Background: an optimization exercise with open tools, aiming at small area. Do not read the settings as production practice.
Only simulation tests tie the RTL to the original design; equivalence was not proved.
Power is estimated from default activity; no workload was simulated.

<file path="design.v">
package chacha20_pkg;
    localparam int WORD_W          = 32;
    localparam int WORDS_PER_BLOCK = 16;
    localparam int BLOCK_W         = WORD_W * WORDS_PER_BLOCK;
endpackage
import chacha20_pkg::*;
module chacha20_word_deserializer
(
    input  logic               clk,
    input  logic               load,
    input  logic               shift,
    input  logic               hold,
    input  logic [BLOCK_W-1:0] d,
    input  logic [WORD_W-1:0]  din,
    output logic [BLOCK_W-1:0] q
);
    logic [BLOCK_W-1:0] shifted;
    assign shifted = {din, q[BLOCK_W-1:WORD_W]};
    always_ff @(posedge clk) begin
        q <= ({BLOCK_W{load}}  & d)
           | ({BLOCK_W{shift}} & shifted)
           | ({BLOCK_W{hold}}  & q);
    end
endmodule
import chacha20_pkg::*;
module chacha20_stream_host
#(
    parameter int TIMEOUT_CYCLES = 1024,
    parameter int CNT_W          = 16
) (
    input  logic               clk,
    input  logic               rst,
    input  logic               blk_valid,
    output logic               blk_ready,
    input  logic [BLOCK_W-1:0] blk_data,
    output logic               res_valid,
    input  logic               res_ready,
    output logic [BLOCK_W-1:0] res_data,
    output logic               res_timeout,
    output logic               ws_start,
    output logic [WORD_W-1:0]  ws_data,
    input  logic [WORD_W-1:0]  ws_result,
    input  logic               ws_done,
    output logic               busy
);
    localparam int          TOTAL_W   = 10;   
    localparam logic [TOTAL_W-1:0] SEND_LAST = TOTAL_W'(WORDS_PER_BLOCK - 1);
    logic               b, p1, p0, rt;
    logic [TOTAL_W-1:0] cnt;
    logic               last;
    logic               st_start, st_send, st_wait, st_hold, st_ready;
    logic               load, shift, hold;
    assign st_ready = !b && p0;
    assign st_start = b && !p1 && !p0;
    assign st_send  = b && !p1 && p0;
    assign st_wait  = b && p1 && p0;
    assign st_hold  = b && p1 && !p0;
    assign last     = (cnt == SEND_LAST);
    assign blk_ready   = st_ready;
    assign ws_start    = st_start;
    assign busy        = b;
    assign res_valid   = st_hold;
    assign res_timeout = rt;
    assign load  = st_ready && blk_valid;
    assign shift = st_send || (st_wait && (ws_done || !last));
    assign hold  = b && !p0;
    chacha20_word_deserializer u_deser (
        .clk   (clk),
        .load  (load),
        .shift (shift),
        .hold  (hold),
        .d     (blk_data),
        .din   (ws_result),
        .q     (res_data)
    );
    assign ws_data = res_data[WORD_W-1:0];
    always_ff @(posedge clk) begin
        cnt <= st_start ? '0 : cnt + TOTAL_W'(1);
    end
    always_ff @(posedge clk or posedge rst) begin
        if (rst) begin
            b  <= 1'b0;
            p1 <= 1'b0;
            p0 <= 1'b0;
            rt <= 1'b0;
        end else begin
            if (!b) begin
                if (!p0) begin
                    p0 <= 1'b1;
                end else if (blk_valid) begin
                    b  <= 1'b1;
                    p0 <= 1'b0;
                end
            end else begin
                case ({p1, p0})
                    2'b00: p0 <= 1'b1;
                    2'b01: if (last) p1 <= 1'b1;
                    2'b11: begin
                        if (ws_done || last) begin
                            p0 <= 1'b0;
                            rt <= !ws_done;
                        end
                    end
                    default: begin
                        if (res_ready) begin
                            b  <= 1'b0;
                            p1 <= 1'b0;
                            rt <= 1'b0;
                        end
                    end
                endcase
            end
        end
    end
endmodule
</file>
<file path="constraint.sdc">
create_clock -name core_clock -period 5.0 [get_ports {clk}]
set_input_delay 1.0000 -clock core_clock [delete_from_list [all_inputs] [get_ports {clk}]]
set_output_delay 1.0000 -clock core_clock [all_outputs]
set_load 0.01 [all_outputs]
</file>
<file path="run.sh">
#!/bin/bash
# synth_recipe.tcl (not shown) runs the flow's synth.tcl, then flattens the netlist and writes it again
# the make line also repeats each setting of config.mk as NAME=value (left out here)
make -C /OpenROAD-flow-scripts/flow DESIGN_CONFIG=/design/flow/config.mk WORK_HOME=/design/flow/orfs CLKGATE_MAP_FILE= SYNTH_SCRIPT=/design/flow/synth_recipe.tcl finish
</file>
<file path="config.mk">
export PLATFORM = sky130hd
export DESIGN_NAME = chacha20_stream_host
export DESIGN_NICKNAME = chacha20_stream_host
export VERILOG_FILES = /design/flow/design.v
export SDC_FILE = /design/flow/constraint.sdc
export NUM_CORES = 4
export LEC_CHECK = 0
export CAP_MARGIN = 20
export CORE_MARGIN = 2
export CORE_UTILIZATION = 40
export SLEW_MARGIN = 20
</file>
==> flow_summary.ini, run 1 <==
[synthesis]
seq_area_frac_synth_pct = 51.6
synthAdderAreaFrac_pct = 0.306
synth-compound-area-share_pct = 25.4
ys_warn_count = 2
synthCells = 1876
synthMuxAreaShare_pct = 0
syn_avg_cell_area_um2 = 10.9
synth_simple_gate_area_share_pct = 16.6
synth_cell_type_count = 26
synthesis.nets = 2430
synth-xor-area-share_pct = 0.343
synthArstFlopShare_pct = 0.760
ys.flop_type = dfxtp_1
synth_seq_cells = 526
synth_edf_count = 0
synth_top_family_by_area = compound AO/OA/AOI/OAI gates
syn_area_um2 = 20400

[run_status]
status = aborted with a tool error
stop_error = [ERROR PPL-0024] Number of IO pins (1098) exceeds maximum number of available positions (826). Increase the die perimeter from 920.32um to 1493.28um.
haltStage = I/O pin placement (3_2_place_iop)

[die]
fp.dieW_um = 230
rows = 82
start_util_pct = 40.7
dieHeight_um = 230
[cell usage after synthesis, types with 5 or more instances]
cell type / number / area [um2]
dfxtp_1: 522 / 10500
a21oi_1: 5 / 25.0
buf_2: 49 / 245
nand2_1: 7 / 26.3
nor2_1: 15 / 56.3
ha_1: 5 / 62.6
inv_1: 5 / 18.8
and3_1: 512 / 3200
clkbuf_1: 180 / 676
xor2_1: 5 / 43.8
buf_4: 32 / 240
a221o_1: 512 / 5120
[kinds of logic after synthesis]
family                   after synthesis
buffers and inverters                266
AO/OA/AOI/OAI                        523
XOR/XNOR                               8
AND/OR/NAND/NOR                      548
flip-flops                           526
adder cells (fa/ha/maj)                5
==> run 2: changes to the inputs <==
--- a/config.mk
+++ b/config.mk
@@ -6,6 +6,6 @@
 export NUM_CORES = 4
 export LEC_CHECK = 0
 export CAP_MARGIN = 20
-export CORE_MARGIN = 2
-export CORE_UTILIZATION = 40
+export CORE_AREA = 4 4 386 386
+export DIE_AREA = 0 0 390 390
 export SLEW_MARGIN = 20
==> run 2 against run 1 <==
The run now finishes clean. Synthesized cell count unchanged. Synthesized area did not move.
==> flow_summary.ini, run 2 <==
[timing]
rsz0062_at_grt = false
hold_ws_ns = 0.461
worst_pin_slew_ns = 1.05
finalHoldViolations = 0
finalClockSkew_ns = 0.0320
fmax_ghz = 0.248
timing.final.crit_share_pct = 80.7
max_slew_margin_pct = 30.3
min_period_ns = 4.03
slew_violations = 0
setup_ws_ns = 0.967
setup_violations = 0
tns_ns = 0

[critical_path]
worstPathRequired_ns = 4.00
cp_max_fo = 85
reg2reg_depth = 5
startpoint_type = flip-flop
regToRegStartpoint = p0$_DFFE_PP0P_
worstSetupPathType = reg2out
critPathArrivalTime_ns = 3.03
reg2reg_slack_ns = 1.93
end_kind = output port
crit_path_start = p0$_DFFE_PP0P_
crit_end = ws_start
reg2reg_to = u_deser.q[82]$_DFF_P_

[cts]
post-cts-setup-buffer-count = 0
cts_tree = yes
clk_pin_slew_ns = 0.06
clk_latency_ns = 0.65
htree_levels = 3
ctsResizeCount = 0
postCtsHoldBufs = 0
cts_buffers = 69
cts-root-buf = clkbuf_16
clkSinkCount = 526
max-clock-path-buffers = 3

[synthesis]
yosysTopAreaCellShare_pct = 51.1
synthArstFlopShare_pct = 0.760
synth_seq_cells = 526
synthesis.nets = 2430
synth_common_cells = dfxtp_1, a221o_1, and3_1
syn_avg_cell_area_um2 = 10.9
yosysMostFrequentCell = dfxtp_1
seq_area_frac_synth_pct = 51.6
ys.flop_type = dfxtp_1
yosys.area.top_type = dfxtp_1
ys_warn_count = 2
synth_edf_count = 0
synth_cell_type_count = 26
synth_area_leaders = dfxtp_1, a221o_1, and3_1
synthCells = 1876
syn_area_um2 = 20400

[finish]
final_cell_mix = clkdlybuf4s50_1, dfxtp_1, and3_1, a221o_1, clkbuf_16
drive_above_1_share_pct = 5.16
largestRegisters = u_deser.q x512, cnt x10
area_growth_pct = 74.0
layout_commonest_cell = clkdlybuf4s50_1
largest_register_ffs = 512
finalNonFillerCells = 4837
largest_register = u_deser.q
fin_nets = 3372

[detailed_routing]
ant_nets = 0
first_pass_iters = 7
drc_errors = 0
wl_per_cell_um = 32.5
wirelength_mm = 157
num_vias = 21900
drt_iter0_drc = 2087
vias_per_cell = 4.54

[global_routing]
grt_overflow = 0
grt_pass1_wl_mm = 202
grt_pass1_vias = 20600
antenna_found_initial = 158
grt_start_max_net_pins = 267
grt.total_usage_pct = 19.4

[place]
dp.cells = 4649
dp_slack_ns = 1.63
port_buffers = 1097
gp_congestion = 0.915
hpwlAfterDp_mm = 127

[power_and_ir_drop]
p_leak_nw = 15.0
power_mw = 25.2
ir_drop_uv = 394
power_density_nw_per_um2 = 709

[die]
fp.dieW_um = 390
fp.dieArea_um2 = 152000
start_util_pct = 14.2
rows = 139
dieHeight_um = 390
ios = 1098
core_um2 = 144000

[run]
maxCapViolCount = 0

[run_status]
status = complete, no violations

[min_path]
hp-class = reg2reg
==> run 2: cell counts after synthesis <==
No cell type changed its count.
==> run 2: area by class of cell <==
cell class / instances / area [um2]
diodes: 68 / 170
clock buffers: 92 / 1920
fillers: 15400 / 109000
inverters: 5 / 18.8
clock inverters: 27 / 350
multi-input cells: 1084 / 8740
repair buffers: 1132 / 11400
flip-flops and latches: 526 / 10600
well taps: 1903 / 2380
==> run 2: through the flow <==
stage	instance area [um2]	util (%)
after global placement	33100	22.9
final	35600	24.6
after CTS	35400	24.5
after global routing	35400	24.5
after floorplan	20400	-
after detailed placement	33100	22.9
==> run 2: per-layer routing <==
metal | GRT usage, % | up-vias | wire length, um
met1 | 21.1 | 10700 | 57100
met5 | 0 | - | 811
met2 | 31.9 | 1268 | 72900
met3 | 11.5 | 289 | 21300
li1 | - | 9596 | -
met4 | 5.77 | 122 | 5170
==> run 2: worst max-delay path, cell delays in order (launching register included) <==
cell             delay [ns]
dfrtp_4                0.77
inv_1                  0.26
nand2_1                0.11
nor2_1                 0.53
clkdlybuf4s50_1        0.72
==> run 2: power by group <==
group,switching (mW),internal [mW]
Combinational,5.41,5.98
Clock,2.14,2.98
Sequential,2.47,6.24
==> run 2: worst min-delay path by stage <==
| stage | slack, ns | end | startpoint | depth (start not counted) |
|---|---|---|---|---|
| 2_1_floorplan | 0.43 | cnt[0]$_SDFF_PP0_ | cnt[0]$_SDFF_PP0_ | 1 |
| 3_5_place_dp | 0.45 | cnt[0]$_SDFF_PP0_ | cnt[0]$_SDFF_PP0_ | 1 |
| 5_1_grt | 0.48 | cnt[0]$_SDFF_PP0_ | cnt[0]$_SDFF_PP0_ | 1 |
| 4_1_cts | 0.46 | rt$_DFFE_PP0P_ | rst | 2 |
| 6_report | 0.46 | cnt[0]$_SDFF_PP0_ | cnt[0]$_SDFF_PP0_ | 1 |
| 3_3_place_gp | 0.43 | cnt[0]$_SDFF_PP0_ | cnt[0]$_SDFF_PP0_ | 1 |
==> run 2: cell families (layout without fill, tap and decap cells) <==
family,Yosys count,in the layout,synth area share (%)
flip-flops,526,526,51.6
AND/OR/NAND/NOR,548,548,16.6
other,0,68,0
adder cells (fa/ha/maj),5,5,0.306
AO/OA/AOI/OAI,523,523,25.4
XOR/XNOR,8,8,0.343
buffers and inverters,266,1256,5.77
==> run 3: changes to the inputs <==
--- a/design.v
+++ b/design.v
@@ -4,6 +4,18 @@
     localparam int BLOCK_W         = WORD_W * WORDS_PER_BLOCK;
 endpackage
 import chacha20_pkg::*;
+module chacha20_bit_select
+(
+    input  logic load,
+    input  logic d,
+    input  logic shift,
+    input  logic s,
+    input  logic hold,
+    input  logic q,
+    output logic y
+);
+    assign y = (load & d) | (shift & s) | (hold & q);
+endmodule
 module chacha20_word_deserializer
 (
     input  logic               clk,
@@ -15,11 +27,21 @@
     output logic [BLOCK_W-1:0] q
 );
     logic [BLOCK_W-1:0] shifted;
+    logic [BLOCK_W-1:0] q_next;
     assign shifted = {din, q[BLOCK_W-1:WORD_W]};
+    for (genvar i = 0; i < BLOCK_W; i++) begin : g_bit
+        chacha20_bit_select u_sel (
+            .load  (load),
+            .d     (d[i]),
+            .shift (shift),
+            .s     (shifted[i]),
+            .hold  (hold),
+            .q     (q[i]),
+            .y     (q_next[i])
+        );
+    end
     always_ff @(posedge clk) begin
-        q <= ({BLOCK_W{load}}  & d)
-           | ({BLOCK_W{shift}} & shifted)
-           | ({BLOCK_W{hold}}  & q);
+        q <= q_next;
     end
 endmodule
 import chacha20_pkg::*;
--- a/config.mk
+++ b/config.mk
@@ -9,3 +9,4 @@
 export CORE_AREA = 4 4 386 386
 export DIE_AREA = 0 0 390 390
 export SLEW_MARGIN = 20
+export SYNTH_HIERARCHICAL = 1
==> run 3 against run 2 <==
Clock power shrank 13%. Wire length shrank 34%. Via count shrank 7.2%. Sequential cell count is the same. Synthesized cell count shrank 12%. Utilization shrank 1.2 points. Setup slack gained 0.20 ns. Sequential power shrank 1%.
==> flow_summary.ini, run 3 <==
[run]
maxCapViolCount = 0

[timing]
setup_ws_ns = 1.17
slew_violations = 0
timing.final.crit_share_pct = 76.6
rsz0062_at_grt = false
max_slew_margin_pct = 24.0
finalClockSkew_ns = 0.0184
setup_violations = 0
fmax_ghz = 0.261
worst_pin_slew_ns = 1.14
finalHoldViolations = 0
hold_ws_ns = 0.466
min_period_ns = 3.83

[detailed_routing]
first_pass_iters = 13
num_vias = 20400
drc_errors = 0
vias_per_cell = 4.26
ant_nets = 0
drt_iter0_drc = 3915
wl_per_cell_um = 21.6
wirelength_mm = 103

[cts]
max-clock-path-buffers = 3
htree_levels = 2
post-cts-setup-buffer-count = 0
ctsResizeCount = 0
cts_tree = yes
cts-root-buf = clkbuf_16
clk_latency_ns = 0.64
clkSinkCount = 526
cts_buffers = 60
clk_pin_slew_ns = 0.06
postCtsHoldBufs = 0

[place]
port_buffers = 1097
dp.cells = 4660
dp_slack_ns = 1.75
hpwlAfterDp_mm = 79.1
gp_congestion = 0.938

[power_and_ir_drop]
ir_drop_uv = 371
power_mw = 23.2
p_leak_nw = 15.3
power_density_nw_per_um2 = 686

[critical_path]
end_kind = output port
startpoint_type = flip-flop
critPathArrivalTime_ns = 2.83
worstPathRequired_ns = 4.00
worstSetupPathType = reg2out
reg2reg_depth = 8
cp_max_fo = 12

[global_routing]
grt.total_usage_pct = 12.4
grt_start_max_net_pins = 151
grt_pass1_wl_mm = 139
grt_pass1_vias = 19100
antenna_found_initial = 15
grt_overflow = 0

[synthesis]
ys_warn_count = 8
synthCells = 1651
synthArstFlopShare_pct = 0.760
yosys.area.top_type = dfxtp_1
synth_edf_count = 0
syn_avg_cell_area_um2 = 11.1
yosysMostFrequentCell = dfxtp_1
synthesis.nets = 2205
yosysTopAreaCellShare_pct = 57.3
seq_area_frac_synth_pct = 57.8
syn_area_um2 = 18300
synth_area_leaders = dfxtp_1, a222oi_1, inv_1
synth_cell_type_count = 30
synth_seq_cells = 526
ys.flop_type = dfxtp_1
synth_common_cells = dfxtp_1, inv_1, a222oi_1

[die]
core_um2 = 144000
start_util_pct = 12.6
fp.dieArea_um2 = 152000
ios = 1098
rows = 139
dieHeight_um = 390
fp.dieW_um = 390

[min_path]
min_path_cells = 1
hp-class = reg2reg

[finish]
seq_area_um2 = 10600
layout_commonest_cell = clkdlybuf4s50_1
multi_input_area_um2 = 5530
area_growth_pct = 85.3
largestRegisters = u_deser.q x512, cnt x10
utilization_pct = 23.4
drive_above_1_share_pct = 4.92
largest_register = u_deser.q
nFillCells = 15500
finalNonFillerCells = 4777
largest_register_ffs = 512
final_cell_mix = clkdlybuf4s50_1, dfxtp_1, inv_1, a222oi_1, clkbuf_16
fin_nets = 3373

[run_status]
status = complete, no violations
-- run 3: changes by cell type in the layout (fill, tap and decap cells not counted), sizes merged, moves of 3 or more --
cell / change
a221o: -512
a222oi: +512
and3: -512
inv: +510
diode: -60
buf: +8
clkinv: -6
nor2: -6
or3: +5
nand2: -4
o21ai: +4
xor2: -4
clkbuf: +3
-- run 3: final timing paths --
kind / startpoint / to / slack [ns]
max: b$_DFF_PP0_ / ws_start / 1.17
min: cnt[0]$_SDFF_PP0_ / cnt[0]$_SDFF_PP0_ / 0.47
max reg2reg: cnt[0]$_SDFF_PP0_ / u_deser.q[361]$_DFF_P_ / 1.90
min reg2reg: cnt[0]$_SDFF_PP0_ / cnt[0]$_SDFF_PP0_ / 0.47
max in group asynchronous: rst / rt$_DFFE_PP0P_ / 4.29
min in group asynchronous: rst / b$_DFF_PP0_ / 0.55
-- run 3: layer usage --
| metal | track usage, % | wire [um] | vias to the layer above |
|---|---|---|---|
| met1 | 16.5 | 42100 | 9925 |
| met2 | 18.8 | 46300 | 1284 |
| met3 | 3.43 | 11100 | 182 |
| met5 | 0.925 | 217 | - |
| li1 | - | - | 8969 |
| met4 | 4.88 | 3700 | 4 |
-- run 3: final cells by class --
| cell class | count | share of cell area (%) |
|---|---|---|
| Inverter | 519 | 5.77 |
| Clock inverter | 14 | 0.470 |
| Clock buffer | 95 | 5.33 |
| Antenna cell | 8 | 0.0592 |
| Timing Repair Buffer | 1140 | 33.8 |
| Sequential cell | 526 | 31.2 |
| Multi-Input combinational cell | 572 | 16.4 |
| Tap cell | 1903 | 7.04 |
-- run 3: metrics by stage --
step | TNS (ns) | instance area [um2]
after floorplan | -919.90 | 18300
after global placement | 0 | 31800
after detailed placement | 0 | 31800
after CTS | 0 | 33800
after global routing | 0 | 33800
final | 0 | 33800
-- run 3: worst max-delay path, stage by stage, from the launching register on --
cell             delay [ns]
dfrtp_1                0.61
nand2b_1               0.23
nor2_1                 0.61
clkdlybuf4s50_1        0.73
-- run 3: cells by family after synthesis --
group,after synthesis,synth area share (%)
buffers and inverters,553,12.0
AO/OA/AOI/OAI,532,28.7
flip-flops,526,57.8
AND/OR/NAND/NOR,32,0.953
adder cells (fa/ha/maj),5,0.343
XOR/XNOR,3,0.144
-- run 3: Yosys stat by module, one instance, submodules excluded --
module | cell area (um2) | times used
chacha20_bit_select | 13.8 | 512
chacha20_stream_host | 956 | 1
chacha20_word_deserializer | 10200 | 1
-- run 3: where the power goes --
group          internal, mW  total (mW)  switching (mW)
Sequential             6.21        8.62            2.41
Combinational          5.29        10.1            4.83
Clock                  2.61        4.46            1.85
Total                  14.1        23.2            9.10
==> run 4: changes to the inputs <==
==> flow/run.sh (new file) <==
#!/bin/bash
# The standard layout (the standard.sh: standard synthesis and ORFS steps),
# with two changes:
#  - ports are buffered with the smallest buffer, sky130_fd_sc_hd__buf_1,
#    instead of the one buffer_ports picks by default;
#  - clock tree synthesis inserts no dummy loads.
# The make output goes to flow_make.log; each ORFS step writes its own log
# under orfs/logs/.
set -euo pipefail
bash standard.sh \
  "BUFFER_PORTS_ARGS=-buffer_cell sky130_fd_sc_hd__buf_1" \
  "CTS_ARGS=-sink_clustering_enable -repair_clock_nets -dont_use_dummy_load" \
  finish > flow_make.log 2>&1
==> standard.sh (new file) <==
#!/bin/bash
# synth_recipe.tcl (not shown) runs the flow's synth.tcl, then flattens the netlist and writes it again
# the make line also repeats each setting of config.mk as NAME=value (left out here)
make -C /OpenROAD-flow-scripts/flow DESIGN_CONFIG=/design/flow/config.mk WORK_HOME=/design/flow/orfs CLKGATE_MAP_FILE= SYNTH_SCRIPT=/design/flow/synth_recipe.tcl "${@:-finish}"
removed: run.sh
==> run 4 against run 3 <==
Still clean. First-iteration DRC count up 4.2%. Global-route usage down 0.50 points. Sequential power barely moved. Critical path depth stayed put. Final cell count down 0.88%. Clock power decreased by 16%. Largest cell class is now flip-flops and latches. Largest power group is now registers. Highest routed layer unchanged.
==> flow_summary.ini, run 4 <==
[run_status]
status = complete, no violations

[power_and_ir_drop]
ir_drop_uv = 313
power_density_nw_per_um2 = 749
power_mw = 19.9
p_leak_nw = 12.2

[synthesis]
synth_edf_count = 0
synthCells = 1651
synthesis.nets = 2205
synth_cell_type_count = 30
synth_area_leaders = dfxtp_1, a222oi_1, inv_1
seq_area_frac_synth_pct = 57.8
yosys.area.top_type = dfxtp_1
ys.flop_type = dfxtp_1
synth_common_cells = dfxtp_1, inv_1, a222oi_1
synth_seq_cells = 526
synthArstFlopShare_pct = 0.760
syn_avg_cell_area_um2 = 11.1
syn_area_um2 = 18300
ys_warn_count = 8
yosysMostFrequentCell = dfxtp_1
yosysTopAreaCellShare_pct = 57.3

[timing]
fmax_ghz = 0.296
timing.final.crit_share_pct = 67.6
max_slew_margin_pct = 35.6
finalHoldViolations = 0
min_period_ns = 3.38
worst_pin_slew_ns = 0.966
rsz0062_at_grt = false
setup_ws_ns = 1.62
slew_violations = 0
finalClockSkew_ns = 0.0326
setup_violations = 0
tns_ns = 0

[run]
maxCapViolCount = 0

[cts]
cts_tree = yes
cts-root-buf = clkbuf_16
max-clock-path-buffers = 3
clk_pin_slew_ns = 0.06
clk_latency_ns = 0.64
postCtsHoldBufs = 0
ctsResizeCount = 0
clkSinkCount = 526
post-cts-setup-buffer-count = 0
htree_levels = 2
cts_buffers = 60

[critical_path]
worstPathRequired_ns = 4.00
reg2reg_to = u_deser.q[364]$_DFF_P_
cp_num_buf_inv = 1
cp_max_fo = 12
crit_slowest_cell = nor2_1
cp_top_family = simple AND/OR/NAND/NOR gates
reg2reg_depth = 7
slowest_delay_ns = 0.66
critPathArrivalTime_ns = 2.38
startpoint_type = flip-flop
end_kind = output port
path_cells = nand2b_1 -> nor2_1 -> buf_1
worstSetupPathType = reg2out
reg2reg_slack_ns = 1.92
regToRegStartpoint = cnt[0]$_SDFF_PP0_

[global_routing]
grt_start_max_net_pins = 146
grt_pass1_vias = 18400
grt_pass1_wl_mm = 133
grt_overflow = 0
grt.total_usage_pct = 11.9
antenna_found_initial = 15

[die]
fp.dieW_um = 390
fp.dieArea_um2 = 152000
core_um2 = 144000
start_util_pct = 12.6
rows = 139
dieHeight_um = 390
ios = 1098

[detailed_routing]
num_vias = 20200
drc_errors = 0
vias_per_cell = 4.27
first_pass_iters = 13
drt_iter0_drc = 4079
ant_nets = 0
wl_per_cell_um = 21.1
wirelength_mm = 99.8

[finish]
largest_register = u_deser.q
drive_above_1_share_pct = 4.21
multi_input_area_um2 = 5530
final_area_um2 = 26500
nFillCells = 16200
largest_register_ffs = 512
final_cell_mix = buf_1, dfxtp_1, inv_1, a222oi_1, clkbuf_16
largestRegisters = u_deser.q x512, cnt x10
fin_nets = 3381
layout_commonest_cell = buf_1
area_growth_pct = 45.4
seq_area_um2 = 10600

[place]
port_buffers = 1097
dp_slack_ns = 1.92
gp_congestion = 1.03
hpwlAfterDp_mm = 77.6
place_area_um2 = 25000

[min_path]
hp-class = in2async
[run 4: Yosys stat by module (local to each module, per instance)]
| module | copies in the design | flops+latches | area [um2] | cells inside |
|---|---|---|---|---|
| chacha20_word_deserializer | 1 | 512 | 10200 | 512 |
| chacha20_stream_host | 1 | 14 | 956 | 115 |
| chacha20_bit_select | 512 | 0 | 13.8 | 2 |
[run 4: area by class of cell]
class                   instances  share of cell area [%]
flip-flops and latches        526                    39.8
multi-input cells             572                    20.8
repair buffers               1148                    17.3
well taps                    1903                    8.97
inverters                     519                    7.36
clock buffers                  60                    5.66
diodes                          7                  0.0660
[run 4: how the worst max path moves through the flow]
stage | start | endpoint | slack [ns] | cells past startpoint
after floorplan | blk_valid | u_deser.q[0]$_DFF_P_ | -1.80 | 4
after global placement | blk_valid | u_deser.q[240]$_DFF_P_ | 2.01 | 6
after detailed placement | b$_DFF_PP0_ | u_deser.q[301]$_DFF_P_ | 1.92 | 5
after CTS | b$_DFF_PP0_ | ws_start | 1.57 | 3
after global routing | b$_DFF_PP0_ | ws_start | 1.41 | 3
final | b$_DFF_PP0_ | ws_start | 1.62 | 3
[run 4: cell families (layout without fill, tap and decap cells)]
kind of cell	count (synthesis)	after routing	synth area share [%]
AOI/OAI and AO/OA	532	532	28.7
xor gates and xnor gates	3	3	0.144
adders and majority gates	5	5	0.343
buffers and inverters	553	1727	12.0
DFF	526	526	57.8
other	0	7	0
and+or+nand+nor	32	32	0.953
[run 4: routing by layer]
layer	track usage, %	share of wire (%)	up-vias
li1	-	-	8949
met3	3.47	11	147
met5	0	0.044	-
met4	4.45	3.1	8
met2	18.0	45	1263
met1	15.9	41	9859
[run 4: power breakdown]
part           internal, mW  switching [mW]
sequential             6.21            2.44
combinational          2.69            4.78
clock                  2.08            1.67
total                  11.0            8.89
[run 4: through the flow]
stage | std cells | util [%] | hold WS [ns]
after global routing | 4732 | 18.4 | 0.205
after detailed placement | 4668 | 17.3 | 0.454
after CTS | 4728 | 18.4 | 0.162
after floorplan | 1651 | - | 0.430
final | 4735 | 18.4 | 0.241
after global placement | 4668 | 17.3 | 0.447
==> run 5: changes to the inputs <==
--- a/design.v
+++ b/design.v
@@ -66,7 +66,7 @@
     output logic               busy
 );
     localparam int          TOTAL_W   = 10;   
-    localparam logic [TOTAL_W-1:0] SEND_LAST = TOTAL_W'(WORDS_PER_BLOCK - 1);
+    localparam logic [TOTAL_W-1:0] SEND_LAST = 10'd145;
     logic               b, p1, p0, rt;
     logic [TOTAL_W-1:0] cnt;
     logic               last;
@@ -96,8 +96,10 @@
         .q     (res_data)
     );
     assign ws_data = res_data[WORD_W-1:0];
+    logic cnt_fb;
+    assign cnt_fb = cnt[9] ^ cnt[6] ^ (cnt[8:0] == 9'd0);
     always_ff @(posedge clk) begin
-        cnt <= st_start ? '0 : cnt + TOTAL_W'(1);
+        cnt <= st_start ? '0 : {cnt[8:0], cnt_fb};
     end
     always_ff @(posedge clk or posedge rst) begin
         if (rst) begin
--- a/config.mk
+++ b/config.mk
@@ -6,7 +6,8 @@
 export NUM_CORES = 4
 export LEC_CHECK = 0
 export CAP_MARGIN = 20
-export CORE_AREA = 4 4 386 386
-export DIE_AREA = 0 0 390 390
+export CORE_AREA = 4 4 316 316
+export CTS_BUF_LIST = sky130_fd_sc_hd__clkbuf_8
+export DIE_AREA = 0 0 320 320
 export SLEW_MARGIN = 20
 export SYNTH_HIERARCHICAL = 1
==> run 5 against run 4 <==
Sequential cell count unchanged. Via count rose by 0.70%. Synthesized area decreased by 0.38%. Combinational power decreased by 16%. Clock-buffer cell count decreased by 2. Sequential share of layout area increased by 1.5 points. Clock skew up 0.031 ns. Highest routed layer unchanged. Synthesized cell count shrank 0.97%. Sequential power down 5.1%. Non-clock buffer count decreased by 16. Die area decreased by 33%. Still clean.
==> flow_summary.ini, run 5 <==
[run_status]
status = complete, no violations

[critical_path]
end_kind = output port
startpoint_type = flip-flop
critPathArrivalTime_ns = 1.86
cp_max_fo = 13
regToRegStartpoint = b$_DFF_PP0_
reg2reg_to = u_deser.q[287]$_DFF_P_
reg2reg_depth = 6
worstPathRequired_ns = 4.00
reg2reg_slack_ns = 2.22
worstSetupPathType = reg2out

[die]
core_um2 = 96600
fp.dieW_um = 320
fp.dieArea_um2 = 102000
start_util_pct = 18.8
dieHeight_um = 320
ios = 1098
rows = 114

[cts]
clk_pin_slew_ns = 0.06
ctsResizeCount = 0
cts-root-buf = clkbuf_16
clkSinkCount = 526
htree_levels = 2
postCtsHoldBufs = 0
cts_buffers = 58
post-cts-setup-buffer-count = 0
cts_tree = yes
max-clock-path-buffers = 3
clk_latency_ns = 0.63

[finish]
drive_above_1_share_pct = 3.58
layout_commonest_cell = buf_1
largest_register = u_deser.q
area_growth_pct = 40.6
largestRegisters = u_deser.q x512, cnt x10
fin_nets = 3346
largest_register_ffs = 512
final_cell_mix = buf_1, dfxtp_1, inv_1, a222oi_1, clkbuf_16
nFillCells = 10500
finalNonFillerCells = 4081
final_area_um2 = 25600

[detailed_routing]
drt_iter0_drc = 4734
vias_per_cell = 4.99
first_pass_iters = 17
wirelength_mm = 98.6
ant_nets = 0
wl_per_cell_um = 24.2
drc_errors = 0
num_vias = 20400

[synthesis]
yosysTopAreaCellShare_pct = 57.5
synthesis.nets = 2188
synth_cell_type_count = 27
synthCells = 1635
ys.flop_type = dfxtp_1
synth_edf_count = 0
synth_seq_cells = 526
syn_area_um2 = 18200
synth_area_leaders = dfxtp_1, a222oi_1, inv_1
yosysMostFrequentCell = dfxtp_1
synthArstFlopShare_pct = 0.760
seq_area_frac_synth_pct = 58.0
yosys.area.top_type = dfxtp_1
ys_warn_count = 8
synth_common_cells = dfxtp_1, inv_1, a222oi_1
syn_avg_cell_area_um2 = 11.1

[timing]
timing.final.crit_share_pct = 57.3
setup_violations = 0
fmax_ghz = 0.349
max_slew_margin_pct = 31.7
setup_ws_ns = 2.14
slew_violations = 0
rsz0062_at_grt = false
hold_ws_ns = 0.281
min_period_ns = 2.86
worst_pin_slew_ns = 1.02
finalClockSkew_ns = 0.0633
finalHoldViolations = 0

[run]
maxCapViolCount = 0

[power_and_ir_drop]
p_comb_share_pct = 34.5
p_sw_share_pct = 42.9
power_mw = 18.1
ir_drop_uv = 362
power_density_nw_per_um2 = 707
p_sw_mw = 7.75
p_leak_nw = 12.1
clkPwrFrac_pct = 20.1
seqPwrFrac_pct = 45.4
p_int_mw = 10.3

[place]
dp_slack_ns = 2.19
port_buffers = 1097
place_area_um2 = 24100
dp.cells = 4009
gp_congestion = 0.977
hpwlAfterDp_mm = 77.4

[global_routing]
grt_start_max_net_pins = 172
grt_overflow = 0
grt_pass1_wl_mm = 134
grt.total_usage_pct = 17.6
antenna_found_initial = 27
grt_pass1_vias = 18400

[min_path]
hp-class = in2async
[run 5: cell count changes in the layout (fill, tap and decap cells not counted), sizes merged, moves of 2 or more]
cell    before   now
o21ai        7     3
nor2b        2    11
or4          2     0
nor2         9     6
a21oi        6     1
buf       1148  1132
diode        7    14
inv        518   516
clkbuf      60    58
nand3        5     3
o31ai        2     0
xnor2        2     0
nor3         0     2
or3          5     0
[run 5: per-layer routing]
layer	GRT usage [%]	wire length, um	up-vias
met5	0	61	-
met3	6.21	12800	148
met2	24.7	41500	1425
met1	24.7	41500	9948
li1	-	-	8837
met4	5.90	2630	10
[run 5: how the worst max path moves through the flow]
| stage | startpoint | to | slack [ns] |
|---|---|---|---|
| floorplan | blk_valid | u_deser.q[0]$_DFF_P_ | -1.80 |
| global placement | ws_done | u_deser.q[275]$_DFF_P_ | 2.22 |
| detailed placement | ws_done | u_deser.q[445]$_DFF_P_ | 2.19 |
| CTS | b$_DFF_PP0_ | ws_start | 2.03 |
| global route | b$_DFF_PP0_ | ws_start | 1.96 |
| finish | b$_DFF_PP0_ | ws_start | 2.14 |
[run 5: cell type report]
cell class                 instances  area [um2]  share of cell area, %
tap                             1276        1600                   6.25
antenna                           14        35.0                  0.137
timing repair buffer            1132        4520                   17.7
sequential                       526       10600                   41.3
inverter                         517        1940                   7.61
multi-input combinational        558        5470                   21.4
clock buffer                      58        1450                   5.68
[run 5: worst max-delay path, cell delays in order, from the launching register on]
cell and delay (ns):
dfrtp_1 0.64, nor3b_1 0.24, buf_4 0.21, buf_1 0.20
[run 5: power by group through the flow]
| stage | logic [mW] | registers (mW) | clock network (mW) |
|---|---|---|---|
| 2_1_floorplan | 2.91 | 8.18 | 0 |
| 3_3_place_gp | 6.10 | 8.18 | 0 |
| 3_5_place_dp | 6.16 | 8.22 | 0 |
| 4_1_cts | 6.19 | 8.14 | 3.74 |
| 5_1_grt | 6.83 | 8.39 | 3.88 |
| 6_report | 6.24 | 8.21 | 3.64 |
[run 5: per-stage QoR]
| step | setup TNS, ns | util [%] |
|---|---|---|
| floorplan | -922.26 | - |
| global placement | 0 | 24.9 |
| detailed placement | 0 | 24.9 |
| CTS | 0 | 26.4 |
| global route | 0 | 26.5 |
| finish | 0 | 26.5 |
[run 5: logic make-up (layout without fill, tap and decap cells)]
group,count (synthesis),count (layout),synth area share [%]
adders and majority gates,4,4,0.275
DFF,526,526,58.0
other,0,14,0
AOI/OAI and AO/OA,523,523,28.6
buffers and inverters,551,1707,12.0
muxes,1,1,0.0619
and+or+nand+nor,30,30,0.991
[run 5: modules after synthesis (local to each module, per instance)]
module                      flops+latches  cells
chacha20_bit_select                     0      2
chacha20_stream_host                   14     99
chacha20_word_deserializer            512    512
==> run 6: changes to the inputs <==
==> flow/run.sh (replaced) <==
#!/bin/bash
# The standard layout (the standard.sh: standard synthesis and ORFS steps),
# with two changes:
#  - ports are buffered with the smallest buffer, sky130_fd_sc_hd__buf_1,
#    instead of the one buffer_ports picks by default;
#  - clock tree synthesis uses sky130_fd_sc_hd__clkbuf_8, clusters of up to
#    20 sinks within 60 um, and inserts no dummy loads.
# The make output goes to flow_make.log; each ORFS step writes its own log
# under orfs/logs/.
set -euo pipefail
bash standard.sh \
  "BUFFER_PORTS_ARGS=-buffer_cell sky130_fd_sc_hd__buf_1" \
  "CTS_ARGS=-sink_clustering_enable -repair_clock_nets -dont_use_dummy_load -buf_list sky130_fd_sc_hd__clkbuf_8 -sink_clustering_size 20 -sink_clustering_max_diameter 60" \
  finish > flow_make.log 2>&1
--- a/config.mk
+++ b/config.mk
@@ -6,8 +6,7 @@
 export NUM_CORES = 4
 export LEC_CHECK = 0
 export CAP_MARGIN = 20
-export CORE_AREA = 4 4 316 316
-export CTS_BUF_LIST = sky130_fd_sc_hd__clkbuf_8
-export DIE_AREA = 0 0 320 320
+export CORE_AREA = 4 4 396 396
+export DIE_AREA = 0 0 400 400
 export SLEW_MARGIN = 20
 export SYNTH_HIERARCHICAL = 1
==> run 6 against run 5 <==
Sequential share of layout area is 0.24 points lower. First-iteration DRC count rose by 10%. Sequential power up 3.0%. Synthesized cell count unchanged. Clock-buffer cell count down 11. Largest power group unchanged. Critical path type unchanged. Clock power is 37% lower. Die area is 56% higher. Critical path depth unchanged. Combinational power shrank 2%. Non-clock buffer count increased by 6.
==> flow_summary.ini, run 6 <==
[run_status]
status = complete, no violations

[timing]
rsz0062_at_grt = false
slew_violations = 0
finalClockSkew_ns = 0.0813
timing.final.crit_share_pct = 60.6
setup_ws_ns = 1.97
tns_ns = 0
setup_violations = 0
hold_ws_ns = 0.183
max_slew_margin_pct = 32.0
worst_pin_slew_ns = 1.02
fmax_ghz = 0.330
finalHoldViolations = 0
min_period_ns = 3.03

[power_and_ir_drop]
p_comb_share_pct = 36.4
ir_drop_uv = 264
clkPwrFrac_pct = 13.5
seqPwrFrac_pct = 50.1
p_int_mw = 9.15
power_density_nw_per_um2 = 657
p_leak_nw = 11.8
p_sw_mw = 7.74
p_sw_share_pct = 45.8

[place]
port_buffers = 1097
dp.cells = 4769
dp_slack_ns = 1.97
hpwlAfterDp_mm = 76.2
gp_congestion = 0.971

[cts]
cts_buffers = 47
ctsResizeCount = 0
htree_levels = 2
postCtsHoldBufs = 0
clk_latency_ns = 0.73
cts-root-buf = clkbuf_8
clkSinkCount = 526
post-cts-setup-buffer-count = 0
clk_pin_slew_ns = 0.09
cts_tree = yes
max-clock-path-buffers = 3

[synthesis]
yosysMostFrequentCell = dfxtp_1
syn_area_um2 = 18200
synth_cell_type_count = 27
synth_common_cells = dfxtp_1, inv_1, a222oi_1
seq_area_frac_synth_pct = 58.0
yosysTopAreaCellShare_pct = 57.5
ys_warn_count = 8
synth_edf_count = 0
syn_avg_cell_area_um2 = 11.1
synth_seq_cells = 526
yosys.area.top_type = dfxtp_1
synthAdderAreaFrac_pct = 0.275
synthMuxAreaShare_pct = 0.0619
synthArstFlopShare_pct = 0.760
synth_top_family_by_area = compound AO/OA/AOI/OAI gates
synth-xor-area-share_pct = 0
synth_simple_gate_area_share_pct = 0.991
synthCells = 1635
synth_area_leaders = dfxtp_1, a222oi_1, inv_1
synth-compound-area-share_pct = 28.6
synthesis.nets = 2188
ys.flop_type = dfxtp_1

[global_routing]
grt_pass1_vias = 18100
grt_overflow = 0
grt_start_max_net_pins = 165
grt_pass1_wl_mm = 130
antenna_found_initial = 12
grt.total_usage_pct = 10.9

[min_path]
hp-class = in2async

[finish]
seq_area_um2 = 10600
largestRegisters = u_deser.q x512, cnt x10
multi_input_area_um2 = 5470
finalNonFillerCells = 4821
area_growth_pct = 41.4
nFillCells = 17300
final_cell_mix = buf_1, dfxtp_1, inv_1, a222oi_1, clkbuf_8
fin_nets = 3341
largest_register_ffs = 512
utilization_pct = 16.9
largest_register = u_deser.q
drive_above_1_share_pct = 3.41
layout_commonest_cell = buf_1

[detailed_routing]
ant_nets = 0
first_pass_iters = 12
vias_per_cell = 4.23
drc_errors = 0
wirelength_mm = 98.1
num_vias = 20400
drt_iter0_drc = 5221
wl_per_cell_um = 20.3

[critical_path]
cp_top_family = flip-flops
cp_num_buf_inv = 2
end_kind = output port
worstSetupPathType = reg2out
worstPathRequired_ns = 4.00
reg2reg_slack_ns = 2.21
startpoint_type = flip-flop
slowest_delay_ns = 0.61
critPathArrivalTime_ns = 2.03
path_cells = nor3b_1 -> buf_4 -> buf_1
regToRegStartpoint = cnt[9]$_SDFF_PP0_
cp_max_fo = 13
reg2reg_depth = 6
reg2reg_to = u_deser.q[36]$_DFF_P_
crit_slowest_cell = dfrtp_1
crit_path_start = b$_DFF_PP0_

[die]
fp.dieW_um = 400
core_um2 = 152000
start_util_pct = 11.9
rows = 143
dieHeight_um = 400
ios = 1098
fp.dieArea_um2 = 160000

[run]
maxCapViolCount = 0
[run 6: cells by family after synthesis]
| logic type | count (synthesis) |
|---|---|
| AND/OR/NAND/NOR | 30 |
| multiplexers | 1 |
| flip-flops | 526 |
| AO/OA/AOI/OAI | 523 |
| buffers and inverters | 551 |
| adder cells (fa/ha/maj) | 4 |
[run 6: stage by stage]
step,power (mW),cell area (um2)
after floorplan,11.1,18200
after global placement,14.3,25100
after detailed placement,14.5,25100
after CTS,16.8,25700
after global routing,17.9,25700
final,16.9,25700
[run 6: power groups by stage]
stage                     clock, mW  combinational [mW]  sequential (mW)
after detailed placement          0                6.06             8.41
after global placement            0                5.96             8.35
after CTS                      2.40                6.07             8.32
final                          2.29                6.14             8.46
after floorplan                   0                2.91             8.18
after global routing           2.52                6.75             8.58
[run 6: metal layers]
metal / routed length (um) / vias up / track usage, %
met5: 136 / - / 0.400
met4: 2420 / 10 / 3.19
met3: 15100 / 155 / 5.13
met2: 41000 / 1492 / 15.1
met1: 39400 / 9938 / 14.9
li1: - / 8793 / -
[run 6: per-module statistics from Yosys (local to each module, per instance)]
module | cell area, um2 | times used | cells
chacha20_bit_select | 13.8 | 512 | 2
chacha20_stream_host | 887 | 1 | 99
chacha20_word_deserializer | 10200 | 1 | 512
[run 6: worst max-delay path by stage]
stage                                       end  cells past startpoint  slack, ns
final                                  ws_start                      3       1.97
after global routing                   ws_start                      3       1.73
after CTS                              ws_start                      3       1.83
after detailed placement  u_deser.q[36]$_DFF_P_                      5       1.97
after global placement    u_deser.q[74]$_DFF_P_                      5       2.02
after floorplan            u_deser.q[0]$_DFF_P_                      4      -1.80
[run 6: cell type report]
type / instances / area share (%)
multi-input combinational: 558 / 21.3
clock buffer: 47 / 2.52
inverter: 517 / 7.56
tap: 2030 / 9.88
timing repair buffer: 1138 / 17.7
sequential: 526 / 41.0
antenna: 5 / 0.0487
==> run 7: changes to the inputs <==
--- a/design.v
+++ b/design.v
@@ -67,25 +67,19 @@
 );
     localparam int          TOTAL_W   = 10;   
     localparam logic [TOTAL_W-1:0] SEND_LAST = 10'd145;
-    logic               b, p1, p0, rt;
+    logic               rdy, st, sd, wt, rv, rt;
     logic [TOTAL_W-1:0] cnt;
     logic               last;
-    logic               st_start, st_send, st_wait, st_hold, st_ready;
     logic               load, shift, hold;
-    assign st_ready = !b && p0;
-    assign st_start = b && !p1 && !p0;
-    assign st_send  = b && !p1 && p0;
-    assign st_wait  = b && p1 && p0;
-    assign st_hold  = b && p1 && !p0;
-    assign last     = (cnt == SEND_LAST);
-    assign blk_ready   = st_ready;
-    assign ws_start    = st_start;
-    assign busy        = b;
-    assign res_valid   = st_hold;
+    assign last = (cnt == SEND_LAST);
+    assign blk_ready   = rdy;
+    assign ws_start    = st;
+    assign busy        = st | sd | wt | rv;
+    assign res_valid   = rv;
     assign res_timeout = rt;
-    assign load  = st_ready && blk_valid;
-    assign shift = st_send || (st_wait && (ws_done || !last));
-    assign hold  = b && !p0;
+    assign load  = rdy && blk_valid;
+    assign shift = sd || (wt && (ws_done || !last));
+    assign hold  = st || rv;
     chacha20_word_deserializer u_deser (
         .clk   (clk),
         .load  (load),
@@ -99,41 +93,23 @@
     logic cnt_fb;
     assign cnt_fb = cnt[9] ^ cnt[6] ^ (cnt[8:0] == 9'd0);
     always_ff @(posedge clk) begin
-        cnt <= st_start ? '0 : {cnt[8:0], cnt_fb};
+        cnt <= st ? '0 : {cnt[8:0], cnt_fb};
     end
     always_ff @(posedge clk or posedge rst) begin
         if (rst) begin
-            b  <= 1'b0;
-            p1 <= 1'b0;
-            p0 <= 1'b0;
-            rt <= 1'b0;
+            rdy <= 1'b0;
+            st  <= 1'b0;
+            sd  <= 1'b0;
+            wt  <= 1'b0;
+            rv  <= 1'b0;
+            rt  <= 1'b0;
         end else begin
-            if (!b) begin
-                if (!p0) begin
-                    p0 <= 1'b1;
-                end else if (blk_valid) begin
-                    b  <= 1'b1;
-                    p0 <= 1'b0;
-                end
-            end else begin
-                case ({p1, p0})
-                    2'b00: p0 <= 1'b1;
-                    2'b01: if (last) p1 <= 1'b1;
-                    2'b11: begin
-                        if (ws_done || last) begin
-                            p0 <= 1'b0;
-                            rt <= !ws_done;
-                        end
-                    end
-                    default: begin
-                        if (res_ready) begin
-                            b  <= 1'b0;
-                            p1 <= 1'b0;
-                            rt <= 1'b0;
-                        end
-                    end
-                endcase
-            end
+            rdy <= !busy && !load;
+            st  <= load;
+            sd  <= st || (sd && !last);
+            wt  <= (sd && last) || (wt && !ws_done && !last);
+            rv  <= (wt && (ws_done || last)) || (rv && !res_ready);
+            rt  <= (wt && !ws_done && last) || (rt && !res_ready);
         end
     end
 endmodule
==> flow/run.sh (replaced) <==
#!/bin/bash
# The standard layout (the standard.sh: standard synthesis and ORFS steps),
# with two changes:
#  - ports are buffered with the smallest buffer, sky130_fd_sc_hd__buf_1,
#    instead of the one buffer_ports picks by default;
#  - clock tree synthesis: sky130_fd_sc_hd__clkbuf_16 at the root and in the
#    tree, sky130_fd_sc_hd__clkbuf_8 at the leaves, clusters of up to 16
#    sinks within 50 um, and no dummy loads.
# The make output goes to flow_make.log; each ORFS step writes its own log
# under orfs/logs/.
set -euo pipefail
bash standard.sh \
  "BUFFER_PORTS_ARGS=-buffer_cell sky130_fd_sc_hd__buf_1" \
  "CTS_ARGS=-sink_clustering_enable -repair_clock_nets -dont_use_dummy_load -buf_list sky130_fd_sc_hd__clkbuf_8 -root_buf sky130_fd_sc_hd__clkbuf_16 -tree_buf sky130_fd_sc_hd__clkbuf_16 -sink_clustering_size 16 -sink_clustering_max_diameter 50" \
  finish > flow_make.log 2>&1
==> run 7 against run 6 <==
Clock skew grew 0.0085 ns. Still clean on timing, DRC and antenna. Utilization grew 0.23 points. Worst hold slack gained 0.084 ns. Die area is the same. Cell area grew 1.4%.
==> flow_summary.ini, run 7 <==
[timing]
rsz0062_at_grt = false
tns_ns = 0
finalHoldViolations = 0
setup_ws_ns = 1.67
timing.final.crit_share_pct = 66.7
fmax_ghz = 0.300
max_slew_margin_pct = 32.2
slew_violations = 0
worst_pin_slew_ns = 1.02
finalClockSkew_ns = 0.0898
setup_violations = 0
min_period_ns = 3.33

[detailed_routing]
dr_wl_met3_mm = 14.4
num_vias = 20500
met2WireLength_mm = 43.1
vias_per_cell = 4.24
drt_iter0_drc = 5124
wl_met1_mm = 41.4
first_pass_iters = 14
wl_per_cell_um = 21.0
wirelength_mm = 102
top_layer = met5
ant_nets = 0
drc_errors = 0

[synthesis]
synthAdderAreaFrac_pct = 0
syn_avg_cell_area_um2 = 11.2
synth_area_leaders = dfxtp_1, a222oi_1, inv_1
synth_cell_type_count = 22
synth_simple_gate_area_share_pct = 0.849
seq_area_frac_synth_pct = 58.5
syn_area_um2 = 18100
yosysTopAreaCellShare_pct = 57.6
ys_warn_count = 8
synth_seq_cells = 528
synth_common_cells = dfxtp_1, inv_1, a222oi_1
synthesis.nets = 2168
ys.flop_type = dfxtp_1
synthCells = 1619
synthMuxAreaShare_pct = 0.145
synth-xor-area-share_pct = 0
yosysMostFrequentCell = dfxtp_1
synth_edf_count = 0
yosys.area.top_type = dfxtp_1
synthArstFlopShare_pct = 1.14
synth-compound-area-share_pct = 28.5
synth_top_family_by_area = compound AO/OA/AOI/OAI gates

[die]
fp.dieArea_um2 = 160000
ios = 1098
core_um2 = 152000
start_util_pct = 11.9
rows = 143
dieHeight_um = 400
fp.dieW_um = 400

[global_routing]
antenna_found_initial = 6
grt_pass1_vias = 18000
grt_overflow = 0
grt_pass1_wl_mm = 133
grt.total_usage_pct = 11.4
grt_start_max_net_pins = 179

[cts]
htree_levels = 3
post-cts-setup-buffer-count = 0
clk_pin_slew_ns = 0.07
cts_tree = yes
clk_latency_ns = 0.60
postCtsHoldBufs = 0
max-clock-path-buffers = 3
clkSinkCount = 528
cts_buffers = 67
ctsResizeCount = 0
cts-root-buf = clkbuf_16

[critical_path]
reg2reg_slack_ns = 2.10
end_kind = output port
cp_max_fo = 48
critPathArrivalTime_ns = 2.33
worstSetupPathType = reg2out
worstPathRequired_ns = 4.00
startpoint_type = flip-flop

[place]
dp.cells = 4763
gp_congestion = 0.962
dp_slack_ns = 2.04
port_buffers = 1097
hpwlAfterDp_mm = 79.5

[power_and_ir_drop]
p_leak_nw = 11.8
power_density_nw_per_um2 = 776
ir_drop_uv = 317

[finish]
area_growth_pct = 43.8
largestRegisters = u_deser.q x512, cnt x10
final_cell_mix = buf_1, dfxtp_1, inv_1, a222oi_1, clkbuf_8
fin_nets = 3351
drive_above_1_share_pct = 4.54
layout_commonest_cell = buf_1
largest_register = u_deser.q
utilization_pct = 17.1
finalNonFillerCells = 4834
largest_register_ffs = 512

[run_status]
status = complete, no violations

[min_path]
hp-class = in2async

[run]
maxCapViolCount = 0
run 7: layout make-up:
class / count / area [um2]
antenna: 4 / 10.0
fill: 17200 / 126000
tap: 2030 / 2540
sequential: 528 / 10600
multi-input combinational: 542 / 5360
inverter: 516 / 1940
timing repair buffer: 1147 / 4590
clock buffer: 67 / 1020
run 7: worst paths after layout:
| check | startpoint | to | cells past startpoint |
|---|---|---|---|
| max in group asynchronous | rst | wt$_DFF_PP0_ | 2 |
| worst min register to register | u_deser.q[432]$_DFF_P_ | u_deser.q[400]$_DFF_P_ | 2 |
| worst max register to register | st$_DFF_PP0_ | u_deser.q[464]$_DFF_P_ | 5 |
| worst min-delay path | rst | sd$_DFF_PP0_ | 2 |
| min in group core_clock | u_deser.q[432]$_DFF_P_ | u_deser.q[400]$_DFF_P_ | 2 |
| worst max-delay path | st$_DFF_PP0_ | busy | 3 |
run 7: power breakdown:
group	leakage, nW	total, mW	switching [mW]	internal [mW]
Clock	0.528	2.91	1.56	1.35
Sequential	4.47	9.20	2.75	6.45
Combinational	6.85	8.11	5.11	3.00
Total	11.8	20.2	9.42	10.8
run 7: logic make-up after synthesis:
logic type / count (synthesis)
muxes: 2
AOI/OAI and AO/OA: 518
DFF: 528
and+or+nand+nor: 22
buffers and inverters: 549
run 7: through the flow:
stage | cell area (um2) | hold WS (ns) | total power [mW]
2_1_floorplan | 18100 | 0.441 | 12.8
3_3_place_gp | 25000 | 0.464 | 17.0
3_5_place_dp | 25000 | 0.470 | 17.2
4_1_cts | 26100 | 0.179 | 20.2
5_1_grt | 26100 | 0.236 | 21.5
6_report | 26100 | 0.267 | 20.2
run 7: critical path: stages, from the launching register on:
cell and delay (ns):
dfrtp_1 0.60, or2_4 0.64, or2_2 0.25, buf_1 0.24
run 7: Yosys stat by module (local to each module, per instance):
module / cells inside / copies in the design / flops+latches / cell area [um2]
chacha20_bit_select: 2 / 512 / 0 / 13.8
chacha20_stream_host: 83 / 1 / 16 / 831
chacha20_word_deserializer: 512 / 1 / 512 / 10200
run 7: layer usage:
| metal | track usage [%] | vias to the layer above |
|---|---|---|
| met5 | 0.647 | - |
| li1 | - | 8791 |
| met3 | 4.73 | 167 |
| met2 | 15.9 | 1449 |
| met1 | 15.8 | 10100 |
| met4 | 3.62 | 6 |
==> run 8: changes to the inputs <==
--- a/config.mk
+++ b/config.mk
@@ -8,5 +8,6 @@
 export CAP_MARGIN = 20
 export CORE_AREA = 4 4 396 396
 export DIE_AREA = 0 0 400 400
+export PLACE_DENSITY = 0.8
 export SLEW_MARGIN = 20
 export SYNTH_HIERARCHICAL = 1
==> run 8 against run 7 <==
Setup slack worse by 0.096 ns. Largest cell class unchanged. Synthesized area did not move. Highest routed layer unchanged. Register-to-register slack got worse by 0.19 ns. Critical endpoint unchanged.
==> flow_summary.ini, run 8 <==
[synthesis]
yosys.area.top_type = dfxtp_1
ys_warn_count = 8
yosysTopAreaCellShare_pct = 57.6
synth_common_cells = dfxtp_1, inv_1, a222oi_1
synthesis.nets = 2168
synthArstFlopShare_pct = 1.14
ys.flop_type = dfxtp_1
syn_area_um2 = 18100
yosysMostFrequentCell = dfxtp_1
synthCells = 1619
seq_area_frac_synth_pct = 58.5
syn_avg_cell_area_um2 = 11.2
synth_cell_type_count = 22
synth_edf_count = 0
synth_seq_cells = 528
synth_area_leaders = dfxtp_1, a222oi_1, inv_1

[finish]
final_cell_mix = buf_1, dfxtp_1, inv_1, a222oi_1, clkbuf_8
drive_above_1_share_pct = 3.68
largest_register = u_deser.q
fin_nets = 3326
nFillCells = 17100
area_growth_pct = 42.3
layout_commonest_cell = buf_1
finalNonFillerCells = 4816
largestRegisters = u_deser.q x512, cnt x10
largest_register_ffs = 512
utilization_pct = 16.9

[timing]
max_slew_margin_pct = 26.3
slew_violations = 0
tns_ns = 0
setup_violations = 0
min_period_ns = 3.43
worst_pin_slew_ns = 1.11
fmax_ghz = 0.291
rsz0062_at_grt = false
finalClockSkew_ns = 0.0853
timing.final.crit_share_pct = 68.6
finalHoldViolations = 0

[global_routing]
antenna_found_initial = 15
grt_pass1_wl_mm = 133
grt_pass1_vias = 18300
grt_overflow = 0
grt.total_usage_pct = 11.3
grt_start_max_net_pins = 189

[critical_path]
worstPathRequired_ns = 4.00
path_cells = or2_4 -> or2_2 -> buf_1
startpoint_type = flip-flop
end_kind = output port
cp_num_buf_inv = 1
slowest_delay_ns = 0.81
crit_slowest_cell = or2_4
critPathArrivalTime_ns = 2.43
worstSetupPathType = reg2out
cp_max_fo = 69
cp_top_family = simple AND/OR/NAND/NOR gates

[cts]
post-cts-setup-buffer-count = 0
ctsResizeCount = 0
max-clock-path-buffers = 3
cts_buffers = 57
htree_levels = 2
clkSinkCount = 528
postCtsHoldBufs = 0
clk_pin_slew_ns = 0.06
cts-root-buf = clkbuf_16
cts_tree = yes
clk_latency_ns = 0.62

[detailed_routing]
vias_per_cell = 4.29
drt_iter0_drc = 5390
wl_per_cell_um = 21.0
wirelength_mm = 101
first_pass_iters = 14
drc_errors = 0
ant_nets = 0
num_vias = 20600

[die]
fp.dieW_um = 400
ios = 1098
dieHeight_um = 400
fp.dieArea_um2 = 160000
core_um2 = 152000
rows = 143
start_util_pct = 11.9

[run]
maxCapViolCount = 0

[run_status]
status = complete, no violations

[power_and_ir_drop]
power_mw = 19.9
power_density_nw_per_um2 = 771
ir_drop_uv = 424
p_leak_nw = 11.7

[place]
hpwlAfterDp_mm = 78.8
port_buffers = 1097
dp.cells = 4748
gp_congestion = 0.996

[min_path]
hp-class = in2async
==> run 8: cell counts after synthesis <==
Identical to the previous run, type by type.
==> run 8: kinds of logic after synthesis <==
group	count (synthesis)	share of synthesized area, %
muxes	2	0.145
DFF	528	58.5
AOI/OAI and AO/OA	518	28.5
and+or+nand+nor	22	0.849
buffers and inverters	549	12.0
==> run 8: power breakdown <==
group | internal (mW) | switching [mW] | leakage [nW]
logic | 2.95 | 5.16 | 6.78
registers | 6.45 | 2.74 | 4.47
clock network | 1.10 | 1.50 | 0.436
==> run 8: Yosys stat by module (local to each module, per instance) <==
module | copies in the design | cells inside | cell area (um2) | flip-flops and latches
chacha20_stream_host | 1 | 83 | 831 | 16
chacha20_word_deserializer | 1 | 512 | 10200 | 512
chacha20_bit_select | 512 | 2 | 13.8 | 0
==> run 8: path summary, 6_finish.rpt <==
| kind | start | to | slack, ns | cells past startpoint |
|---|---|---|---|---|
| setup / recovery | st$_DFF_PP0_ | busy | 1.57 | 3 |
| hold / removal | rst | rv$_DFF_PP0_ | 0.32 | 2 |
| setup reg to reg | st$_DFF_PP0_ | u_deser.q[296]$_DFF_P_ | 1.91 | 5 |
| hold reg to reg | u_deser.q[331]$_DFF_P_ | u_deser.q[299]$_DFF_P_ | 0.45 | 2 |
| max in group asynchronous | rst | st$_DFF_PP0_ | 4.46 | 2 |
| min in group core_clock | u_deser.q[331]$_DFF_P_ | u_deser.q[299]$_DFF_P_ | 0.45 | 2 |
==> run 8: area by class of cell <==
| cell class | instances | area [um2] | area share (%) |
|---|---|---|---|
| sequential | 528 | 10600 | 41.1 |
| multi-input combinational | 542 | 5360 | 20.8 |
| timing repair buffer | 1132 | 4490 | 17.4 |
| tap | 2030 | 2540 | 9.85 |
| inverter | 516 | 1940 | 7.51 |
| clock buffer | 57 | 841 | 3.26 |
| antenna | 11 | 27.5 | 0.107 |
==> run 8: per-layer routing <==
| layer | vias up | GRT usage [%] | routed length, um |
|---|---|---|---|
| met5 | - | 0.924 | 220 |
| met3 | 226 | 5.42 | 15300 |
| met4 | 6 | 4.97 | 4370 |
| met2 | 1640 | 16.1 | 43100 |
| met1 | 9999 | 14.2 | 38300 |
| li1 | 8767 | - | - |
==> run 8: metrics by stage <==
stage	area [um2]	setup WS, ns	hold WS [ns]
after floorplan	18100	0.439	0.441
after global placement	24900	2.08	0.464
after detailed placement	24900	2.00	0.474
after CTS	25800	1.46	0.241
after global routing	25800	1.38	0.287
final	25800	1.57	0.317
==> run 9: changes to the inputs <==
==> flow/run.sh (replaced) <==
#!/bin/bash
# The standard layout (the standard.sh: standard synthesis and ORFS steps),
# with two changes:
#  - ports are buffered with the smallest buffer, sky130_fd_sc_hd__buf_1,
#    instead of the one buffer_ports picks by default;
#  - clock tree synthesis: sky130_fd_sc_hd__clkbuf_16 at the root and in the
#    tree, sky130_fd_sc_hd__clkbuf_8 at the leaves, clusters of up to 16
#    sinks within 60 um, and no dummy loads.
# The make output goes to flow_make.log; each ORFS step writes its own log
# under orfs/logs/.
set -euo pipefail
bash standard.sh \
  "BUFFER_PORTS_ARGS=-buffer_cell sky130_fd_sc_hd__buf_1" \
  "CTS_ARGS=-sink_clustering_enable -repair_clock_nets -dont_use_dummy_load -buf_list sky130_fd_sc_hd__clkbuf_8 -root_buf sky130_fd_sc_hd__clkbuf_16 -tree_buf sky130_fd_sc_hd__clkbuf_16 -sink_clustering_size 16 -sink_clustering_max_diameter 60" \
  finish > flow_make.log 2>&1
--- a/config.mk
+++ b/config.mk
@@ -8,6 +8,6 @@
 export CAP_MARGIN = 20
 export CORE_AREA = 4 4 396 396
 export DIE_AREA = 0 0 400 400
-export PLACE_DENSITY = 0.8
+export PLACE_DENSITY = 0.9
 export SLEW_MARGIN = 20
 export SYNTH_HIERARCHICAL = 1
==> run 9 against run 8 <==
Still clean on timing, DRC and antenna. Final cell count down 0.25%. Synthesized area unchanged. Wire length up 6.9%. Critical path depth unchanged. Worst hold slack worse by 0.026 ns. Setup slack better by 0.043 ns. Non-clock buffer count unchanged. Die area unchanged. Largest power group unchanged. Highest routed layer unchanged.
==> flow_summary.ini, run 9 <==
[run_status]
status = complete, no violations

[cts]
clk_latency_ns = 0.58
postCtsHoldBufs = 0
htree_levels = 2
clkSinkCount = 528
post-cts-setup-buffer-count = 0
cts-root-buf = clkbuf_16
cts_tree = yes
cts_buffers = 45
max-clock-path-buffers = 3
clk_pin_slew_ns = 0.10
ctsResizeCount = 0

[synthesis]
synth_area_leaders = dfxtp_1, a222oi_1, inv_1
synthArstFlopShare_pct = 1.14
syn_avg_cell_area_um2 = 11.2
yosys.area.top_type = dfxtp_1
yosysMostFrequentCell = dfxtp_1
synthesis.nets = 2168
synth_common_cells = dfxtp_1, inv_1, a222oi_1
ys.flop_type = dfxtp_1
yosysTopAreaCellShare_pct = 57.6
ys_warn_count = 8
seq_area_frac_synth_pct = 58.5
syn_area_um2 = 18100
synth_edf_count = 0
synthCells = 1619
synth_seq_cells = 528
synth_cell_type_count = 22

[critical_path]
critPathArrivalTime_ns = 2.39
crit_end = busy
end_kind = output port
reg2reg_depth = 5
startpoint_type = flip-flop
crit_slowest_cell = or2_4
crit_path_start = st$_DFF_PP0_
path_depth = 3
worstPathRequired_ns = 4.00
regToRegStartpoint = st$_DFF_PP0_
slowest_delay_ns = 0.69
cp_num_buf_inv = 1
reg2reg_slack_ns = 2.07
reg2reg_to = u_deser.q[296]$_DFF_P_
cp_top_family = simple AND/OR/NAND/NOR gates
path_cells = or2_4 -> or2_2 -> buf_1
worstSetupPathType = reg2out
cp_max_fo = 56

[timing]
min_period_ns = 3.39
finalClockSkew_ns = 0.0879
fmax_ghz = 0.295
rsz0062_at_grt = false
worst_pin_slew_ns = 0.983
tns_ns = 0
finalHoldViolations = 0
setup_violations = 0
timing.final.crit_share_pct = 67.8
max_slew_margin_pct = 34.5
hold_ws_ns = 0.291
slew_violations = 0

[power_and_ir_drop]
power_density_nw_per_um2 = 782
ir_drop_uv = 454
p_leak_nw = 11.6

[global_routing]
grt_pass1_vias = 18500
grt_start_max_net_pins = 169
grt_overflow = 0
grt_pass1_wl_mm = 139
antenna_found_initial = 23
grt.total_usage_pct = 12.0

[finish]
nFillCells = 17000
fin_nets = 3314
layout_commonest_cell = buf_1
drive_above_1_share_pct = 3.26
utilization_pct = 16.8
largest_register = u_deser.q
area_growth_pct = 41.4
final_area_um2 = 25600
final_cell_mix = buf_1, dfxtp_1, inv_1, a222oi_1, clkbuf_8
largestRegisters = u_deser.q x512, cnt x10
largest_register_ffs = 512

[detailed_routing]
vias_per_cell = 4.33
ant_nets = 0
first_pass_iters = 14
wl_per_cell_um = 22.5
wirelength_mm = 108
num_vias = 20800
drc_errors = 0
drt_iter0_drc = 5507

[die]
ios = 1098
fp.dieW_um = 400
rows = 143
fp.dieArea_um2 = 160000
dieHeight_um = 400
core_um2 = 152000
start_util_pct = 11.9

[place]
place_area_um2 = 24900
hpwlAfterDp_mm = 86.5
port_buffers = 1097
gp_congestion = 0.985

[min_path]
hp-class = in2async

[run]
maxCapViolCount = 0
run 9: cell counts after synthesis:
Identical to the previous run, type by type.
run 9: kinds of logic (layout without fill, tap and decap cells):
kind of cell / Yosys count / after routing / share of synthesized area, %
other: 0 / 11 / 0
and+or+nand+nor: 22 / 22 / 0.849
buffers and inverters: 549 / 1693 / 12.0
AOI/OAI and AO/OA: 518 / 518 / 28.5
DFF: 528 / 528 / 58.5
muxes: 2 / 2 / 0.145
run 9: how the worst min path moves through the flow:
stage                           start                end  slack [ns]  cells past startpoint
floorplan           cnt[8]$_SDFF_PP0_  cnt[9]$_SDFF_PP0_        0.44                      2
global placement    cnt[8]$_SDFF_PP0_  cnt[9]$_SDFF_PP0_        0.45                      2
detailed placement  cnt[8]$_SDFF_PP0_  cnt[9]$_SDFF_PP0_        0.47                      2
CTS                               rst       rt$_DFF_PP0_        0.23                      2
global route                      rst       rt$_DFF_PP0_        0.25                      2
finish                            rst       rt$_DFF_PP0_        0.29                      2
run 9: metal layers:
| metal | part of all wire, % | global-route usage, % |
|---|---|---|
| met1 | 36 | 14.2 |
| met2 | 43 | 17.6 |
| met3 | 16 | 6.49 |
| met4 | 4.9 | 6.04 |
| met5 | 0.34 | 1.20 |
run 9: modules after synthesis, one instance, submodules excluded:
module | cells | cell area, um2 | copies in the design
chacha20_word_deserializer | 512 | 10200 | 1
chacha20_bit_select | 2 | 13.8 | 512
chacha20_stream_host | 83 | 831 | 1
run 9: per-stage QoR:
stage               cells  setup slack, ns  power (mW)
floorplan            1619            0.439        12.8
global placement     4748             2.16        17.1
detailed placement   4748             2.09        17.5
CTS                  4793             1.56        19.9
global route         4799             1.44        21.2
finish               4804             1.61        20.0
run 9: power by group:
part           internal [mW]  total (mW)  switching [mW]
combinational           2.95        8.41            5.46
sequential              6.44        9.29            2.85
clock                  0.899        2.35            1.45
total                   10.3        20.0            9.76
run 9: layout make-up:
cell class | instances | area, um2 | area share [%]
Tap cell | 2030 | 2540 | 9.91
Inverter | 516 | 1940 | 7.56
Multi-Input combinational cell | 542 | 5360 | 20.9
Timing Repair Buffer | 1132 | 4490 | 17.5
Clock buffer | 45 | 676 | 2.64
Antenna cell | 11 | 27.5 | 0.107
Sequential cell | 528 | 10600 | 41.4

## what the ideal ports hide
The results above use ideal ports. As a check the final layouts listed here were re-extracted and re-timed, cells and wires unchanged.
Step 1, drivers: a clkbuf_16 drives clk and a buf_2 each remaining input, both assumed.
Step 2, shift: input delay + t, output delay - t, t = (earliest + latest rising clock arrival at the registers) / 2. This alone moves slack from input paths to output paths.
a / b / c = ideal ports / drivers / drivers and shift; a / b = the first two.
run	shift t [ns]	slack for setup (ns)	slew at the worst register clock pin (ns)	worst slew at a driven data input, ns	cell pins on the clock port's net
run 2	0.705	0.967 / 0.903 / 1.607	0.06 / 0.06	0.23	1
run 3	0.704	1.170 / 1.105 / 1.682	0.07 / 0.07	0.29	1
run 4	0.691	1.622 / 1.557 / 1.904	0.06 / 0.06	0.23	1
run 5	0.666	2.136 / 2.066 / 2.090	0.06 / 0.06	0.26	1
run 6	0.730	1.972 / 1.916 / 1.799	0.12 / 0.12	0.36	1
run 7	0.625	1.666 / 1.606 / 1.889	0.10 / 0.10	0.26	1
run 8	0.626	1.569 / 1.513 / 1.894	0.10 / 0.10	0.33	1
run 9	0.607	1.612 / 1.556 / 1.968	0.11 / 0.11	0.29	1
After both steps every run listed still meets setup and hold. The setup slack of run 6, which loses most, moves by -0.056 ns with the drivers and by -0.173 ns with both steps.
